This design comes from an exercise in tuning for small area on the open sky130 flow, not from production work.
Function was checked by simulation only, so behaviour that the tests miss may differ from the original.
No driver is modelled on the clock port, so clocking that relies on it looks cheaper here than on a real chip.
Power and IR drop assume default switching activity.

==> run D: inputs <==
==> flow/design.v <==
module decode (
    input  logic        clk,
    input  logic        rstn,
    input  logic        inst_valid,
    input  logic [31:0] inst,
    input  logic [31:0] inst_pc,
    output logic        inst_ready,
    output logic        exec_enable,
    input  logic        exec_done,
    output logic [5:0]  exec_command,
    output logic [5:0]  alu_command,
    output logic [15:0] offset,
    output logic [31:0] pc,
    output logic [31:0] addr,
    output logic [31:0] rs,
    output logic [31:0] rt,
    output logic [4:0]  sh,
    output logic [4:0]  rd,
    output logic [4:0]  rs_no,
    output logic [4:0]  rt_no,
    output logic        fmode1,
    output logic        fmode2,
    input  logic        wb_en,
    input  logic        wb_fp,
    input  logic [4:0]  wb_rd,
    input  logic [31:0] wb_data
);
    localparam logic [1:0] S_IDLE   = 2'd0;
    localparam logic [1:0] S_DECODE = 2'd1;
    localparam logic [1:0] S_ISSUE  = 2'd2;
    localparam logic [1:0] S_WAIT   = 2'd3;
    localparam int C_R    = 0;    
    localparam int C_F    = 1;    
    localparam int C_ADDI = 2;    
    localparam int C_LOGI = 3;    
    localparam int C_J    = 4;    
    localparam int C_BR   = 5;    
    localparam int C_LD   = 6;    
    localparam int C_SW   = 7;    
    localparam int C_SF   = 8;    
    localparam int C_IO   = 9;    
    function automatic logic [9:0] classify(input logic [5:0] op);
        logic [9:0] c;
        c[C_R]    = (op == 6'b000000);
        c[C_F]    = (op == 6'b010001);
        c[C_ADDI] = (op == 6'b001000);
        c[C_LOGI] = (op == 6'b001100) || (op == 6'b001101) || (op == 6'b001110);
        c[C_J]    = (op == 6'b000010) || (op == 6'b000011);
        c[C_BR]   = (op == 6'b000100) || (op == 6'b000101) || (op == 6'b110010);
        c[C_LD]   = (op == 6'b100011) || (op == 6'b110001);
        c[C_SW]   = (op == 6'b101011);
        c[C_SF]   = (op == 6'b111001);
        c[C_IO]   = (op == 6'b111111);
        classify = c;
    endfunction
    logic [1:0]  state_q;
    logic        clr_q;           
    logic [31:0] inst_q;          
    logic [31:0] ipc_q;           
    logic [31:0] opa_q;           
    wire dec = (state_q == S_DECODE);
    logic [31:0] rf_d [64];        
    wire  [5:0]  wb_idx = {wb_fp, wb_rd};
    logic [63:0] rf_we, rf_keep;
    always_comb begin
        for (int i = 0; i < 64; i++) begin
            rf_we[i]   = wb_en && (wb_idx == 6'(i)) && (i != 0);
            rf_keep[i] = !rf_we[i] && !clr_q;
        end
    end
    assign rf_d[0] = '0;
    for (genvar i = 1; i < 64; i++) begin : g_row
        decode_rf_row u_row (
            .clk (clk), .keep(rf_keep[i]), .we(rf_we[i]), .wd(wb_data), .d(rf_d[i])
        );
    end
    always_ff @(posedge clk or negedge rstn) begin
        if (!rstn) clr_q <= 1'b1;
        else       clr_q <= 1'b0;
    end
    wire       in_f  = (inst[31:26] == 6'b010001);
    wire [5:0] idx_a = in_f ? {1'b1, inst[15:11]} : {1'b0, inst[25:21]};
    logic [9:0] qc;
    assign     qc    = classify(inst_q[31:26]);
    wire [5:0] idx_b = {qc[C_F] || qc[C_SF], inst_q[20:16]};
    wire [5:0] ridx  = dec ? idx_b : idx_a;
    logic [63:0] rsel;
    always_comb
        for (int i = 0; i < 64; i++) rsel[i] = (ridx == 6'(i)) && (i != 0);
    logic [31:0] rport;
    for (genvar j = 0; j < 32; j++) begin : g_rbit
        logic [63:0] col;
        always_comb
            for (int i = 0; i < 64; i++) col[i] = rf_d[i][j];
        decode_rf_rbit u_rbit (.sel(rsel), .d(col), .y(rport[j]));
    end
    wire [5:0]  qidx_a = qc[C_F] ? {1'b1, inst_q[15:11]} : {1'b0, inst_q[25:21]};
    wire        ahit   = wb_en && (wb_idx == qidx_a) && (qidx_a != 6'd0);
    wire [31:0] opa    = ahit ? wb_data : opa_q;
    wire [31:0] opb    = rport;
    always_ff @(posedge clk) begin
        inst_q <= inst;
        ipc_q  <= inst_pc;
        opa_q  <= rport;
    end
    wire        q_known = qc[C_R] | qc[C_F] | qc[C_ADDI] | qc[C_LOGI] | qc[C_J] | qc[C_BR] |
                          qc[C_LD] | qc[C_SW] | qc[C_SF] | qc[C_IO];
    wire        q_mem   = qc[C_LD] | qc[C_SW] | qc[C_SF];
    wire        q_usea  = qc[C_R] | qc[C_F] | qc[C_ADDI] | qc[C_LOGI] | qc[C_IO];
    wire        q_useb  = qc[C_R] | qc[C_F] | qc[C_SW] | qc[C_SF];
    wire [31:0] simm    = {{16{inst_q[15]}}, inst_q[15:0]};
    logic [16:0] x_c;
    logic [31:0] x_new;
    assign x_c[0] = 1'b0;
    for (genvar k = 0; k < 16; k++) begin : g_xfa
        decode_fa u_fa (
            .a(opa[k]), .b(inst_q[k] & q_mem), .ci(x_c[k]), .s(x_new[k]), .co(x_c[k+1])
        );
    end
    wire x_sg  = inst_q[15] & q_mem;
    wire x_inc = x_c[16] & ~x_sg;
    wire x_dec = x_sg & ~x_c[16];
    logic [16:0] x_all1, x_all0;
    assign x_all1[0] = 1'b1;
    assign x_all0[0] = 1'b1;
    for (genvar k = 0; k < 16; k++) begin : g_xhi
        assign x_all1[k+1]  = x_all1[k] & opa[16+k];
        assign x_all0[k+1]  = x_all0[k] & ~opa[16+k];
        assign x_new[16+k]  = opa[16+k] ^ ((x_inc & x_all1[k]) | (x_dec & x_all0[k]));
    end
    wire        x_load  = q_usea | q_mem;
    logic [31:0] rt_new;
    always_comb begin
        rt_new = '0;
        if (q_useb)  rt_new = opb;
        if (qc[C_ADDI]) rt_new = simm;
        if (qc[C_LOGI]) rt_new = {16'd0, inst_q[15:0]};
    end
    logic        dv_q;            
    logic [5:0]  op_q;            
    logic [20:0] fld_q;           
    logic [4:0]  fhi_q;           
    logic [31:0] pc_q;            
    logic [31:0] x_q;             
    logic [31:0] rt_q;            
    wire hold = !dec;
    always_ff @(posedge clk) begin
        fhi_q <= (fhi_q & {5{hold}}) | (inst_q[25:21] & {5{dec && q_known}});
        x_q   <= (x_q & {32{hold}}) | (x_new & {32{dec && x_load}});
    end
    always_ff @(posedge clk or negedge rstn) begin
        if (!rstn) begin
            state_q <= S_IDLE;
            dv_q    <= 1'b0;
            op_q    <= '0;
            fld_q   <= '0;
            pc_q    <= '0;
            rt_q    <= '0;
        end else begin
            case (state_q)
                S_IDLE:   if (inst_valid) state_q <= S_DECODE;
                S_DECODE: state_q <= S_ISSUE;
                S_ISSUE:  state_q <= S_WAIT;
                default:  if (exec_done) state_q <= S_IDLE;
            endcase
            if (dec) begin
                dv_q  <= 1'b1;
                op_q  <= inst_q[31:26];
                fld_q <= q_known ? inst_q[20:0] : 21'd0;
                pc_q  <= q_known ? ipc_q : 32'd0;
                rt_q  <= rt_new;
            end
        end
    end
    logic [9:0] oc;
    assign oc = classify(op_q);
    wire o_mem = dv_q & (oc[C_LD] | oc[C_SW] | oc[C_SF]);
    wire o_rs  = dv_q & ~(oc[C_LD] | oc[C_SW] | oc[C_SF]);
    wire [31:0] obr = {{14{fld_q[15]}}, fld_q[15:0], 2'b00};
    wire [31:0] oj  = {pc_q[31:28], fhi_q, fld_q[20:0], 2'b00};
    assign exec_command = op_q;
    assign offset       = fld_q[15:0];
    assign rt_no        = fld_q[20:16];
    assign rs_no        = (oc[C_F] ? fld_q[15:11] : 5'd0) | ((dv_q & ~oc[C_F]) ? fhi_q : 5'd0);
    assign alu_command  = (oc[C_R] | oc[C_F] | oc[C_IO]) ? fld_q[5:0] : 6'd0;
    assign sh           = (oc[C_R] | oc[C_IO]) ? fld_q[10:6] : 5'd0;
    assign rd           = ((oc[C_R] | oc[C_IO]) ? fld_q[15:11] : 5'd0) |
                          (oc[C_F] ? fld_q[10:6] : 5'd0) |
                          ((oc[C_ADDI] | oc[C_LOGI] | oc[C_LD]) ? fld_q[20:16] : 5'd0);
    assign fmode1       = oc[C_F];
    assign fmode2       = oc[C_F] | oc[C_SF];
    assign pc           = pc_q;
    assign rs           = o_rs ? x_q : 32'd0;
    assign addr         = (o_mem ? x_q : 32'd0) |
                          (oc[C_J] ? oj : 32'd0) | (oc[C_BR] ? obr : 32'd0);
    assign rt           = rt_q;
    assign inst_ready   = rstn && (state_q == S_IDLE);
    assign exec_enable  = (state_q == S_ISSUE);
endmodule
module decode_rf_row (
    input  logic        clk,
    input  logic        keep,
    input  logic        we,
    input  logic [31:0] wd,
    output logic [31:0] d
);
    logic [31:0] q;
    assign d = (q & {32{keep}}) | (wd & {32{we}});
    always_ff @(posedge clk)
        q <= d;
endmodule
module decode_rf_rbit (
    input  logic [63:0] sel,
    input  logic [63:0] d,
    output logic        y
);
    logic [20:0] n;
    for (genvar g = 0; g < 21; g++) begin : g_grp
        decode_aoi222 u_aoi (.a(d[3*g+1 +: 3]), .b(sel[3*g+1 +: 3]), .y(n[g]));
    end
    assign y = ~&n;
endmodule
module decode_aoi222 (
    input  logic [2:0] a,
    input  logic [2:0] b,
    output logic       y
);
    assign y = ~|(a & b);
endmodule
module decode_fa (
    input  logic a,
    input  logic b,
    input  logic ci,
    output logic s,
    output logic co
);
    assign {co, s} = a + b + ci;
endmodule
==> flow/flow/run.sh <==
#!/bin/bash
# Standard layout with two changes: the port buffers are the smallest
# buffer (sky130_fd_sc_hd__buf_1), and after global routing non-critical
# cells are downsized (ORFS RECOVER_POWER, repair_timing -recover_power).
set -euo pipefail
bash standard.sh "BUFFER_PORTS_ARGS=-buffer_cell sky130_fd_sc_hd__buf_1" RECOVER_POWER=100 finish > standard_flow.log 2>&1
==> flow/standard.sh <==
#!/bin/bash
# synth_recipe.tcl (not shown) runs the flow's synth.tcl, then flattens the netlist and writes it again
# the make line also repeats each setting of config.mk as NAME=value (left out here)
make -C /OpenROAD-flow-scripts/flow DESIGN_CONFIG=/design/flow/config.mk WORK_HOME=/design/flow/orfs CLKGATE_MAP_FILE= SYNTH_SCRIPT=/design/flow/synth_recipe.tcl "${@:-finish}"
==> flow/config.mk <==
export PLATFORM = sky130hd
export DESIGN_NAME = decode
export DESIGN_NICKNAME = decode
export VERILOG_FILES = /design/flow/design.v
export SDC_FILE = /design/flow/constraint.sdc
export NUM_CORES = 8
export LEC_CHECK = 0
export CAP_MARGIN = 20
export CORE_MARGIN = 2
export CORE_UTILIZATION = 70
export CTS_CLUSTER_DIAMETER = 80
export CTS_CLUSTER_SIZE = 25
export PLACE_DENSITY = 0.75
export SLEW_MARGIN = 20
export SYNTH_HIERARCHICAL = 1
==> flow/constraint.sdc <==
create_clock -name core_clock -period 10.0 [get_ports {clk}]
set_input_delay 2.0000 -clock core_clock [delete_from_list [all_inputs] [get_ports {clk}]]
set_output_delay 2.0000 -clock core_clock [all_outputs]
set_load 0.01 [all_outputs]
==> inputs of run E, as changes to run D <==
--- a/flow/design.v
+++ b/flow/design.v
@@ -57,7 +57,7 @@
     logic        clr_q;           
     logic [31:0] inst_q;          
     logic [31:0] ipc_q;           
-    logic [31:0] opa_q;           
+    logic [31:0] opb_q;           
     wire dec = (state_q == S_DECODE);
     logic [31:0] rf_d [64];        
     wire  [5:0]  wb_idx = {wb_fp, wb_rd};
@@ -78,12 +78,12 @@
         if (!rstn) clr_q <= 1'b1;
         else       clr_q <= 1'b0;
     end
-    wire       in_f  = (inst[31:26] == 6'b010001);
-    wire [5:0] idx_a = in_f ? {1'b1, inst[15:11]} : {1'b0, inst[25:21]};
+    wire       in_fb = (inst[31:26] == 6'b010001) || (inst[31:26] == 6'b111001);
+    wire [5:0] idx_b = {in_fb, inst[20:16]};
     logic [9:0] qc;
     assign     qc    = classify(inst_q[31:26]);
-    wire [5:0] idx_b = {qc[C_F] || qc[C_SF], inst_q[20:16]};
-    wire [5:0] ridx  = dec ? idx_b : idx_a;
+    wire [5:0] idx_a = qc[C_F] ? {1'b1, inst_q[15:11]} : {1'b0, inst_q[25:21]};
+    wire [5:0] ridx  = dec ? idx_a : idx_b;
     logic [63:0] rsel;
     always_comb
         for (int i = 0; i < 64; i++) rsel[i] = (ridx == 6'(i)) && (i != 0);
@@ -94,14 +94,14 @@
             for (int i = 0; i < 64; i++) col[i] = rf_d[i][j];
         decode_rf_rbit u_rbit (.sel(rsel), .d(col), .y(rport[j]));
     end
-    wire [5:0]  qidx_a = qc[C_F] ? {1'b1, inst_q[15:11]} : {1'b0, inst_q[25:21]};
-    wire        ahit   = wb_en && (wb_idx == qidx_a) && (qidx_a != 6'd0);
-    wire [31:0] opa    = ahit ? wb_data : opa_q;
-    wire [31:0] opb    = rport;
+    wire [5:0]  qidx_b = {qc[C_F] || qc[C_SF], inst_q[20:16]};
+    wire        bhit   = wb_en && (wb_idx == qidx_b) && (qidx_b != 6'd0);
+    wire [31:0] opb    = bhit ? wb_data : opb_q;
+    wire [31:0] opa    = rport;
     always_ff @(posedge clk) begin
         inst_q <= inst;
         ipc_q  <= inst_pc;
-        opa_q  <= rport;
+        opb_q  <= rport;
     end
     wire        q_known = qc[C_R] | qc[C_F] | qc[C_ADDI] | qc[C_LOGI] | qc[C_J] | qc[C_BR] |
                           qc[C_LD] | qc[C_SW] | qc[C_SF] | qc[C_IO];
@@ -111,12 +111,7 @@
     wire [31:0] simm    = {{16{inst_q[15]}}, inst_q[15:0]};
     logic [16:0] x_c;
     logic [31:0] x_new;
-    assign x_c[0] = 1'b0;
-    for (genvar k = 0; k < 16; k++) begin : g_xfa
-        decode_fa u_fa (
-            .a(opa[k]), .b(inst_q[k] & q_mem), .ci(x_c[k]), .s(x_new[k]), .co(x_c[k+1])
-        );
-    end
+    assign {x_c[16], x_new[15:0]} = {1'b0, opa[15:0]} + {1'b0, inst_q[15:0] & {16{q_mem}}};
     wire x_sg  = inst_q[15] & q_mem;
     wire x_inc = x_c[16] & ~x_sg;
     wire x_dec = x_sg & ~x_c[16];
@@ -227,12 +222,3 @@
 );
     assign y = ~|(a & b);
 endmodule
-module decode_fa (
-    input  logic a,
-    input  logic b,
-    input  logic ci,
-    output logic s,
-    output logic co
-);
-    assign {co, s} = a + b + ci;
-endmodule
==> flow/flow/run.sh (replaced) <==
#!/bin/bash
# Standard layout with these changes: the port buffers are the smallest
# buffer (sky130_fd_sc_hd__buf_1); after clock tree synthesis an area
# recovery pass (flow/downsize.tcl) moves non-clock combinational cells to
# smaller drive strengths where no slew/cap/fanout or timing limit is hit;
# the repair in global routing uses wider margins (flow/grt_margins.tcl).
set -euo pipefail
here=$(pwd)
bash standard.sh "BUFFER_PORTS_ARGS=-buffer_cell sky130_fd_sc_hd__buf_1" \
  "POST_CTS_TCL=$here/flow/downsize.tcl" \
  "PRE_GLOBAL_ROUTE_TCL=$here/flow/grt_margins.tcl" finish > standard_flow.log 2>&1
==> flow/flow/downsize.tcl (new file) <==
# Area recovery: try each combinational cell (not on the clock network) in
# the next smaller drive strength of the same cell family, and keep the
# smaller one only if no max-slew (with 20% margin), max-capacitance or
# max-fanout violation appears and the worst setup slack does not drop
# (by more than 20 ps).
proc ds_smaller {name} {
  if {![regexp {^(sky130_fd_sc_hd__[a-z0-9]+)_([0-9]+)$} $name -> base n]} { return {} }
  set out {}
  foreach m [get_lib_cells ${base}_*] {
    set mn [get_name $m]
    if {[regexp {_([0-9]+)$} $mn -> k] && $k < $n && ![catch {get_property $m dont_use} du] && !$du} { lappend out [list $k $mn] }
  }
  return [lmap x [lsort -integer -index 0 -decreasing $out] {lindex $x 1}]
}
proc ds_area {} {
  set a 0.0
  foreach inst [[ord::get_db_block] getInsts] {
    set m [$inst getMaster]
    if {[$m getType] eq "CORE"} { set a [expr {$a + [$m getWidth] * [$m getHeight]}] }
  }
  return [expr {$a / 1e6}]
}
set ds_before [ds_area]
set_max_transition [expr {0.8 * 1.5}] [current_design]
set ds_slew0 [sta::max_slew_violation_count]
set ds_cap0 [sta::max_capacitance_violation_count]
set ds_fan0 [sta::max_fanout_violation_count]
set ds_wns0 [expr {[sta::worst_slack_cmd max] - 20e-12}]
puts "downsize: start area $ds_before, violations slew $ds_slew0 cap $ds_cap0 fanout $ds_fan0, wns [sta::worst_slack_cmd max]"
set ds_n 0
foreach inst [[ord::get_db_block] getInsts] {
  set m [$inst getMaster]
  if {[$m getType] ne "CORE" || [$inst isDoNotTouch]} continue
  set mname [$m getName]
  if {[regexp {df|dl|clk|tap|fill|conb|diode} $mname]} continue
  set skip 0
  foreach it [$inst getITerms] {
    set n [$it getNet]
    if {$n ne "NULL" && [$n getSigType] eq "CLOCK"} { set skip 1 }
  }
  if {$skip} continue
  set iname [$inst getName]
  set sinst [get_cells $iname]
  foreach c [ds_smaller $mname] {
    replace_cell $sinst $c
    if {[sta::max_slew_violation_count] > $ds_slew0 || [sta::max_capacitance_violation_count] > $ds_cap0 \
        || [sta::max_fanout_violation_count] > $ds_fan0 || [sta::worst_slack_cmd max] < $ds_wns0} {
      replace_cell $sinst $mname
      break
    }
    set mname $c
    incr ds_n
  }
}
set_max_transition 1.5 [current_design]
puts "downsize: $ds_n swaps, area [ds_area] (was $ds_before), wns [sta::worst_slack_cmd max]"
==> flow/flow/grt_margins.tcl (new file) <==
# Repair design in global routing with wider slew/capacitance margins than
# the earlier stages, to leave room for the difference between global-route
# estimates and the extracted parasitics of the final layout.
set ::env(CAP_MARGIN) 28
set ::env(SLEW_MARGIN) 28
--- a/flow/config.mk
+++ b/flow/config.mk
@@ -8,7 +8,7 @@
 export CAP_MARGIN = 20
 export CORE_MARGIN = 2
 export CORE_UTILIZATION = 70
-export CTS_CLUSTER_DIAMETER = 80
+export CTS_CLUSTER_DIAMETER = 100
 export CTS_CLUSTER_SIZE = 25
 export PLACE_DENSITY = 0.75
 export SLEW_MARGIN = 20
==> inputs of run Y, as changes to run D <==
--- a/flow/design.v
+++ b/flow/design.v
@@ -111,12 +111,7 @@
     wire [31:0] simm    = {{16{inst_q[15]}}, inst_q[15:0]};
     logic [16:0] x_c;
     logic [31:0] x_new;
-    assign x_c[0] = 1'b0;
-    for (genvar k = 0; k < 16; k++) begin : g_xfa
-        decode_fa u_fa (
-            .a(opa[k]), .b(inst_q[k] & q_mem), .ci(x_c[k]), .s(x_new[k]), .co(x_c[k+1])
-        );
-    end
+    assign {x_c[16], x_new[15:0]} = {1'b0, opa[15:0]} + {1'b0, inst_q[15:0] & {16{q_mem}}};
     wire x_sg  = inst_q[15] & q_mem;
     wire x_inc = x_c[16] & ~x_sg;
     wire x_dec = x_sg & ~x_c[16];
@@ -227,12 +222,3 @@
 );
     assign y = ~|(a & b);
 endmodule
-module decode_fa (
-    input  logic a,
-    input  logic b,
-    input  logic ci,
-    output logic s,
-    output logic co
-);
-    assign {co, s} = a + b + ci;
-endmodule
==> flow/flow/run.sh (replaced) <==
#!/bin/bash
# Standard layout with these changes: the port buffers are the smallest
# buffer (sky130_fd_sc_hd__buf_1); after clock tree synthesis an area
# recovery pass (flow/downsize.tcl) moves non-clock combinational cells to
# smaller drive strengths where no slew/cap/fanout or timing limit is hit;
# the repair in global routing uses wider margins (flow/grt_margins.tcl).
set -euo pipefail
here=$(pwd)
bash standard.sh "BUFFER_PORTS_ARGS=-buffer_cell sky130_fd_sc_hd__buf_1" \
  "POST_CTS_TCL=$here/flow/downsize.tcl" \
  "PRE_GLOBAL_ROUTE_TCL=$here/flow/grt_margins.tcl" finish > standard_flow.log 2>&1
==> flow/flow/downsize.tcl (new file) <==
# Area recovery: try each combinational cell (not on the clock network) in
# the next smaller drive strength of the same cell family, and keep the
# smaller one only if no max-slew (with 20% margin), max-capacitance or
# max-fanout violation appears and the worst setup slack stays above 1 ns.
proc ds_smaller {name} {
  if {![regexp {^(sky130_fd_sc_hd__[a-z0-9]+)_([0-9]+)$} $name -> base n]} { return {} }
  set out {}
  foreach m [get_lib_cells ${base}_*] {
    set mn [get_name $m]
    if {[regexp {_([0-9]+)$} $mn -> k] && $k < $n && ![catch {get_property $m dont_use} du] && !$du} { lappend out [list $k $mn] }
  }
  return [lmap x [lsort -integer -index 0 -decreasing $out] {lindex $x 1}]
}
proc ds_area {} {
  set a 0.0
  foreach inst [[ord::get_db_block] getInsts] {
    set m [$inst getMaster]
    if {[$m getType] eq "CORE"} { set a [expr {$a + [$m getWidth] * [$m getHeight]}] }
  }
  return [expr {$a / 1e6}]
}
set ds_before [ds_area]
set_max_transition [expr {0.8 * 1.5}] [current_design]
set ds_slew0 [sta::max_slew_violation_count]
set ds_cap0 [sta::max_capacitance_violation_count]
set ds_fan0 [sta::max_fanout_violation_count]
puts "downsize: start area $ds_before, violations slew $ds_slew0 cap $ds_cap0 fanout $ds_fan0, wns [sta::worst_slack_cmd max]"
set ds_n 0
foreach inst [[ord::get_db_block] getInsts] {
  set m [$inst getMaster]
  if {[$m getType] ne "CORE" || [$inst isDoNotTouch]} continue
  set mname [$m getName]
  if {[regexp {df|dl|clk|tap|fill|conb|diode} $mname]} continue
  set skip 0
  foreach it [$inst getITerms] {
    set n [$it getNet]
    if {$n ne "NULL" && [$n getSigType] eq "CLOCK"} { set skip 1 }
  }
  if {$skip} continue
  set iname [$inst getName]
  set sinst [get_cells $iname]
  foreach c [ds_smaller $mname] {
    replace_cell $sinst $c
    if {[sta::max_slew_violation_count] > $ds_slew0 || [sta::max_capacitance_violation_count] > $ds_cap0 \
        || [sta::max_fanout_violation_count] > $ds_fan0 || [sta::worst_slack_cmd max] < 1.0e-9} {
      replace_cell $sinst $mname
      break
    }
    set mname $c
    incr ds_n
  }
}
set_max_transition 1.5 [current_design]
puts "downsize: $ds_n swaps, area [ds_area] (was $ds_before), wns [sta::worst_slack_cmd max]"
==> flow/flow/grt_margins.tcl (new file) <==
# Repair design in global routing with wider slew/capacitance margins than
# the earlier stages, to leave room for the difference between global-route
# estimates and the extracted parasitics of the final layout.
set ::env(CAP_MARGIN) 35
set ::env(SLEW_MARGIN) 35
==> notes <==
- Run E finished with timing, DRC and antenna clean. Run D reached the layout checks and failed them: max-capacitance violations, max-slew violations, negative setup slack. Run Y passed the timing, design-rule and antenna checks.
- Synthesized area: run Y is higher than run D (0.25%).
- In run D the utilization is higher than in run E, by 1.2 points.
- Power: run E < run Y < run D.
- Via count: run E is lower than run Y (2.9%).
- Sequential power, highest first: run Y, run D, run E.
- Worst setup slack: run Y > run E > run D.

re-timing with driven ports:
No port has a modelled driver above. Below, the same layouts with a new extraction and two added sets of constraints.
Step 1, drivers: a clkbuf_16 drives clk and a buf_2 each remaining input, both assumed.
Step 2 times the ports against the registers' clock, not the clock port: input delays grow and output delays shrink by t, the midpoint of the rising clock arrivals with the driver on.
a / b / c = ideal ports / drivers / drivers and shift; a / b = the first two.
run | t (ns) | setup slack, ns | hold WS [ns] | clock arrival spread, ns | cell pins on the clock port's net
run D | 0.831 | -0.705 / -0.678 / -1.508 | 0.418 / 0.418 / 0.418 | 0.029 / 0.029 | 1
run E | 0.817 | 0.439 / 0.454 / -0.363 | 0.440 / 0.440 / 0.440 | 0.032 / 0.032 | 1
run Y | 0.831 | 2.281 / 2.336 / 1.505 | 0.425 / 0.425 / 0.425 | 0.027 / 0.027 | 1
With both steps, setup timing fails in run E, where it was met with ideal ports. The setup slack of run D, which loses most, moves by +0.027 ns with the drivers and by -0.803 ns with both steps.
